Source: an optimization exercise on an open RTL-to-GDS flow (aim: small area, a short achievable clock period and few clock cycles per item). Production flows keep margins and buffers that such runs may drop. In this exercise RTL edits were held to simulation tests only and were not proved equivalent to the original.

==> run a <==
==> flow/design.v <==
`default_nettype none
package blur_pkg;
    typedef logic [3*4-1:0] pixel_t;
    typedef logic [4-1:0] chan_t;
    typedef logic [8-1:0] col_t;
    typedef logic [8-1:0] row_t;
    typedef struct packed {
        logic   sof;
        pixel_t pixel;
    } in_beat_t;
    typedef struct packed {
        pixel_t pixel;
        row_t   row;
        col_t   col;
    } pos_pixel_t;
    typedef struct packed {
        pixel_t p0, p1, p2;
        pixel_t p3, p4, p5;
        pixel_t p6, p7, p8;
    } window_t;
    typedef struct packed {
        chan_t p0, p1, p2;
        chan_t p3, p4, p5;
        chan_t p6, p7, p8;
    } chan_window_t;
    typedef enum logic [1:0] {
        hs_idle,
        hs_hold,
        hs_release
    } hs_state_t;
endpackage
`default_nettype wire
`default_nettype none
module blur_top (
    input  logic               clk,
    input  logic               reset,
    input  logic               in_req,
    input  logic [12:0]        in_beat,
    output logic               in_ack,
    output logic               out_req,
    input  logic               out_ack,
    output logic [11:0]        out_pixel
);
    localparam int W     = 160;
    localparam int PW    = 3 * 4;
    localparam int CB    = 4;
    localparam int DEPTH = 2 * W;
    logic [1:0] cnt;
    logic acc;
    logic sv;
    logic hv;
    logic pop;
    logic take;
    logic load;
    logic [12:0] beat_q;
    assign pop  = out_req && out_ack;
    assign take = in_req && !in_ack && (!cnt[1] || pop);
    assign load = sv && (!hv || pop);
    always_ff @(posedge clk) begin
        beat_q <= in_beat;
    end
    always_ff @(posedge clk) begin
        if (reset) begin
            in_ack  <= 1'b0;
            acc     <= 1'b0;
            cnt     <= '0;
            sv      <= 1'b0;
            hv      <= 1'b0;
            out_req <= 1'b0;
        end else begin
            in_ack  <= in_req && (in_ack || !cnt[1] || pop);
            acc     <= take;
            case ({take, pop})
                2'b10:   cnt <= cnt + 1'b1;
                2'b01:   cnt <= cnt - 1'b1;
                default: cnt <= cnt;
            endcase
            sv      <= acc || (sv && !load);
            hv      <= load || (hv && !pop);
            out_req <= !out_ack && (out_req || hv);
        end
    end
    logic [8-1:0] row_cnt, row;
    logic [8-1:0] col_cnt, col;
    logic row_z, row_o, col_z, col_o;
    assign row = beat_q[12] ? '0 : row_cnt;
    assign col = beat_q[12] ? '0 : col_cnt;
    always_ff @(posedge clk) begin
        if (reset) begin
            row_cnt <= '0;
            col_cnt <= '0;
            row_z   <= 1'b1;
            row_o   <= 1'b0;
            col_z   <= 1'b1;
            col_o   <= 1'b0;
        end else if (acc) begin
            if (col == (W - 1)) begin
                col_cnt <= '0;
                row_cnt <= row + 1'b1;
                col_z   <= 1'b1;
                col_o   <= 1'b0;
                row_z   <= (row == 8'hff);
                row_o   <= (row == 8'h00);
            end else begin
                col_cnt <= col + 1'b1;
                row_cnt <= row;
                col_z   <= 1'b0;
                col_o   <= (col == 8'h00);
                row_z   <= (row == 8'h00);
                row_o   <= (row == 8'h01);
            end
        end
    end
    logic [DEPTH*PW-1:0] hist;
    always_ff @(posedge clk) begin
        if (acc) begin
            hist <= {hist[(DEPTH-1)*PW-1:0], beat_q[PW-1:0]};
        end
    end
    logic [PW-1:0] up2, up1;
    assign up2 = hist[(2*W-1)*PW +: PW];
    assign up1 = hist[(W-1)*PW +: PW];
    logic mask_all, mask_top, mask_left;
    always_ff @(posedge clk) begin
        mask_all  <= in_beat[12] || row_z || col_z;
        mask_top  <= !in_beat[12] && row_o;
        mask_left <= !in_beat[12] && col_o;
    end
    logic [3*6-1:0] v0, v1, v2;
    logic           s_zero, s_left;
    logic [PW-1:0]  result;
    for (genvar ch = 0; ch < 3; ch++) begin : g_lane
        logic [5:0] vnew;
        logic [5:0] v2m;
        logic [7:0] total;
        assign vnew = (mask_top ? 6'd0 : 6'(up2[ch*CB +: CB]))
                    + (6'(up1[ch*CB +: CB]) << 1)
                    + 6'(beat_q[ch*CB +: CB]);
        always_ff @(posedge clk) begin
            if (acc) begin
                v0[ch*6 +: 6] <= vnew;
                v1[ch*6 +: 6] <= v0[ch*6 +: 6];
                v2[ch*6 +: 6] <= v1[ch*6 +: 6];
            end
        end
        assign v2m   = s_left ? 6'd0 : v2[ch*6 +: 6];
        assign total = 8'(v2m) + (8'(v1[ch*6 +: 6]) << 1) + 8'(v0[ch*6 +: 6]);
        assign result[ch*CB +: CB] = s_zero ? '0 : total[7:4];
    end
    always_ff @(posedge clk) begin
        if (acc) begin
            s_zero <= mask_all;
            s_left <= mask_left;
        end
    end
    logic [PW-1:0] h;
    always_ff @(posedge clk) begin
        if (load) begin
            h <= result;
        end
    end
    always_ff @(posedge clk) begin
        out_pixel <= h;
    end
endmodule
`default_nettype wire
==> flow/flow/run.sh <==
#!/bin/bash
# Standard layout with faster port buffers, a tighter setup repair target,
# and a shallower clock tree with larger sink clusters and no dummy loads.
set -euo pipefail
export BUFFER_PORTS_ARGS="-buffer_cell sky130_fd_sc_hd__buf_4"
export SETUP_SLACK_MARGIN=6.9
export ABC_CLOCK_PERIOD_IN_PS=3000
export CTS_ARGS="-sink_clustering_enable -repair_clock_nets -dont_use_dummy_load -sink_clustering_size 28 -sink_clustering_max_diameter 70 -buf_list sky130_fd_sc_hd__clkbuf_16"
bash standard.sh > standard.log 2>&1
==> flow/standard.sh <==
#!/bin/bash
# synth_recipe.tcl (not shown) runs the flow's synth.tcl, then flattens the netlist and writes it again
# the make line also repeats each setting of config.mk as NAME=value (left out here)
make -C /OpenROAD-flow-scripts/flow DESIGN_CONFIG=/design/flow/config.mk WORK_HOME=/design/flow/orfs CLKGATE_MAP_FILE= SYNTH_SCRIPT=/design/flow/synth_recipe.tcl "${@:-finish}"
==> flow/config.mk <==
export PLATFORM = sky130hd
export DESIGN_NAME = blur_top
export DESIGN_NICKNAME = blur_top
export VERILOG_FILES = /design/flow/design.v
export SDC_FILE = /design/flow/constraint.sdc
export NUM_CORES = 4
export LEC_CHECK = 0
export CAP_MARGIN = 20
export CORE_MARGIN = 2
export CORE_UTILIZATION = 80
export SLEW_MARGIN = 20
==> flow/constraint.sdc <==
create_clock -name core_clock -period 10.0 [get_ports {clk}]
set_input_delay 2.0000 -clock core_clock [delete_from_list [all_inputs] [get_ports {clk}]]
set_output_delay 2.0000 -clock core_clock [all_outputs]
set_load 0.01 [all_outputs]
==> run b: changes against run a <==
==> flow/design.v, changed modules only <==
module blur_top (
    input  logic               clk,
    input  logic               reset,
    input  logic               in_req,
    input  logic [12:0]        in_beat,
    output logic               in_ack,
    output logic               out_req,
    input  logic               out_ack,
    output logic [11:0]        out_pixel
);
    localparam int W     = 160;
    localparam int PW    = 3 * 4;
    localparam int CB    = 4;
    localparam int DEPTH = 2 * W + 2;
    logic [1:0] cnt;
    logic acc;
    logic sv;
    logic ofull;
    logic pop;
    logic take;
    logic load;
    logic [12:0] beat_q;
    assign pop  = out_req && out_ack;
    assign take = in_req && !in_ack && !cnt[1];
    assign load = sv && (!ofull || pop);
    always_ff @(posedge clk) begin
        beat_q <= in_beat;
    end
    always_ff @(posedge clk) begin
        if (reset) begin
            in_ack  <= 1'b0;
            acc     <= 1'b0;
            cnt     <= '0;
            sv      <= 1'b0;
            ofull   <= 1'b0;
            out_req <= 1'b0;
        end else begin
            in_ack  <= in_req && (in_ack || !cnt[1]);
            acc     <= take;
            case ({take, pop})
                2'b10:   cnt <= cnt + 1'b1;
                2'b01:   cnt <= cnt - 1'b1;
                default: cnt <= cnt;
            endcase
            sv      <= acc || (sv && !load);
            ofull   <= load || (ofull && !pop);
            out_req <= !out_ack && (out_req || ofull || sv);
        end
    end
    logic [8-1:0] row_cnt, row;
    logic [8-1:0] col_cnt, col;
    logic row_z, row_o, col_z, col_o;
    assign row = beat_q[12] ? '0 : row_cnt;
    assign col = beat_q[12] ? '0 : col_cnt;
    always_ff @(posedge clk) begin
        if (reset) begin
            row_cnt <= '0;
            col_cnt <= '0;
            row_z   <= 1'b1;
            row_o   <= 1'b0;
            col_z   <= 1'b1;
            col_o   <= 1'b0;
        end else if (acc) begin
            if (col == (W - 1)) begin
                col_cnt <= '0;
                row_cnt <= row + 1'b1;
                col_z   <= 1'b1;
                col_o   <= 1'b0;
                row_z   <= (row == 8'hff);
                row_o   <= (row == 8'h00);
            end else begin
                col_cnt <= col + 1'b1;
                row_cnt <= row;
                col_z   <= 1'b0;
                col_o   <= (col == 8'h00);
                row_z   <= (row == 8'h00);
                row_o   <= (row == 8'h01);
            end
        end
    end
    logic [DEPTH*PW-1:0] hist;
    always_ff @(posedge clk) begin
        if (acc) begin
            hist <= {hist[(DEPTH-1)*PW-1:0], beat_q[PW-1:0]};
        end
    end
    function automatic logic [PW-1:0] tap(input int k);
        tap = hist[(k-1)*PW +: PW];
    endfunction
    logic sof;
    logic mask_all, mask_top, mask_left;
    assign sof       = beat_q[12];
    assign mask_all  = sof || row_z || col_z;
    assign mask_top  = !sof && row_o;
    assign mask_left = !sof && col_o;
    logic [PW-1:0] p0, p1, p2, p3, p4, p5, p6, p7, p8;
    assign p0 = (mask_top || mask_left) ? '0 : tap(2*W + 2);
    assign p1 = mask_top                ? '0 : tap(2*W + 1);
    assign p2 = mask_top                ? '0 : tap(2*W);
    assign p3 = mask_left               ? '0 : tap(W + 2);
    assign p4 = tap(W + 1);
    assign p5 = tap(W);
    assign p6 = mask_left               ? '0 : tap(2);
    assign p7 = tap(1);
    assign p8 = beat_q[PW-1:0];
    logic [3*7-1:0] s_outer;
    logic [3*6-1:0] s_mid;
    logic           s_zero;
    logic [PW-1:0]  result;
    for (genvar ch = 0; ch < 3; ch++) begin : g_lane
        logic [5:0] top, mid, bot;
        logic [7:0] total;
        assign top = 6'(p0[ch*CB +: CB]) + (6'(p1[ch*CB +: CB]) << 1) + 6'(p2[ch*CB +: CB]);
        assign mid = 6'(p3[ch*CB +: CB]) + (6'(p4[ch*CB +: CB]) << 1) + 6'(p5[ch*CB +: CB]);
        assign bot = 6'(p6[ch*CB +: CB]) + (6'(p7[ch*CB +: CB]) << 1) + 6'(p8[ch*CB +: CB]);
        always_ff @(posedge clk) begin
            if (acc) begin
                s_outer[ch*7 +: 7] <= 7'(top) + 7'(bot);
                s_mid[ch*6 +: 6]   <= mid;
            end
        end
        assign total = 8'(s_outer[ch*7 +: 7]) + (8'(s_mid[ch*6 +: 6]) << 1);
        assign result[ch*CB +: CB] = s_zero ? '0 : total[7:4];
    end
    always_ff @(posedge clk) begin
        if (acc) begin
            s_zero <= mask_all;
        end
    end
    always_ff @(posedge clk) begin
        if (load) begin
            out_pixel <= result;
        end
    end
endmodule
==> flow/run.sh (new file) <==
#!/bin/bash
# synth_recipe.tcl (not shown) runs the flow's synth.tcl, then flattens the netlist and writes it again
# the make line also repeats each setting of config.mk as NAME=value (left out here)
make -C /OpenROAD-flow-scripts/flow DESIGN_CONFIG=/design/flow/config.mk WORK_HOME=/design/flow/orfs CLKGATE_MAP_FILE= SYNTH_SCRIPT=/design/flow/synth_recipe.tcl finish
- CORE_UTILIZATION: 80 -> 45
- CTS_BUF_LIST: unset -> sky130_fd_sc_hd__clkbuf_4 sky130_fd_sc_hd__clkbuf_8
removed: flow/flow/run.sh
removed: flow/standard.sh
==> results.txt <==
Run b finished with timing, DRC and antenna clean. Run a died in 3_5_place_dp with DPL-0033. Of run b and run a, run b has the higher synthesized area (gap 1.1%, measured against run a). Against run b, the synthesized cell count of run a is smaller by about 3.2%.
Testbench counts of run a, summed over its fixed seeds: cycles 61,456, items 30,720.
Testbench counts of run b, summed over its fixed seeds: cycles 61,448, items 30,720.

## what the ideal ports hide
The flow's constraints put no driver on any port. The routed layout listed below was extracted and timed again, unchanged, in two steps.
Step 1: set_driving_cell puts a clkbuf_16 on clk and a buf_2 on each other input, an assumption about the parent block.
Step 2 adds t to the input delays and takes it off the output delays; t is the mean of the earliest and latest rising clock arrival at the registers after step 1. Input paths then give back, and output paths get back, about the clock's delay inside the block.
Three values: no drivers, after step 1, after step 2; two values: the first two.
run: run b
t, ns: 1.046
slack for setup (ns): 4.863 / 4.863 / 4.863
hold WS [ns]: 0.384 / 0.384 / 0.384
worst register clock-pin slew, ns: 0.07 / 0.07
pins driven straight from the clock port: 1
After both steps run b still meets setup and hold. The setup slack of run b moves by 0.000 ns with the drivers and by 0.000 ns with both steps.
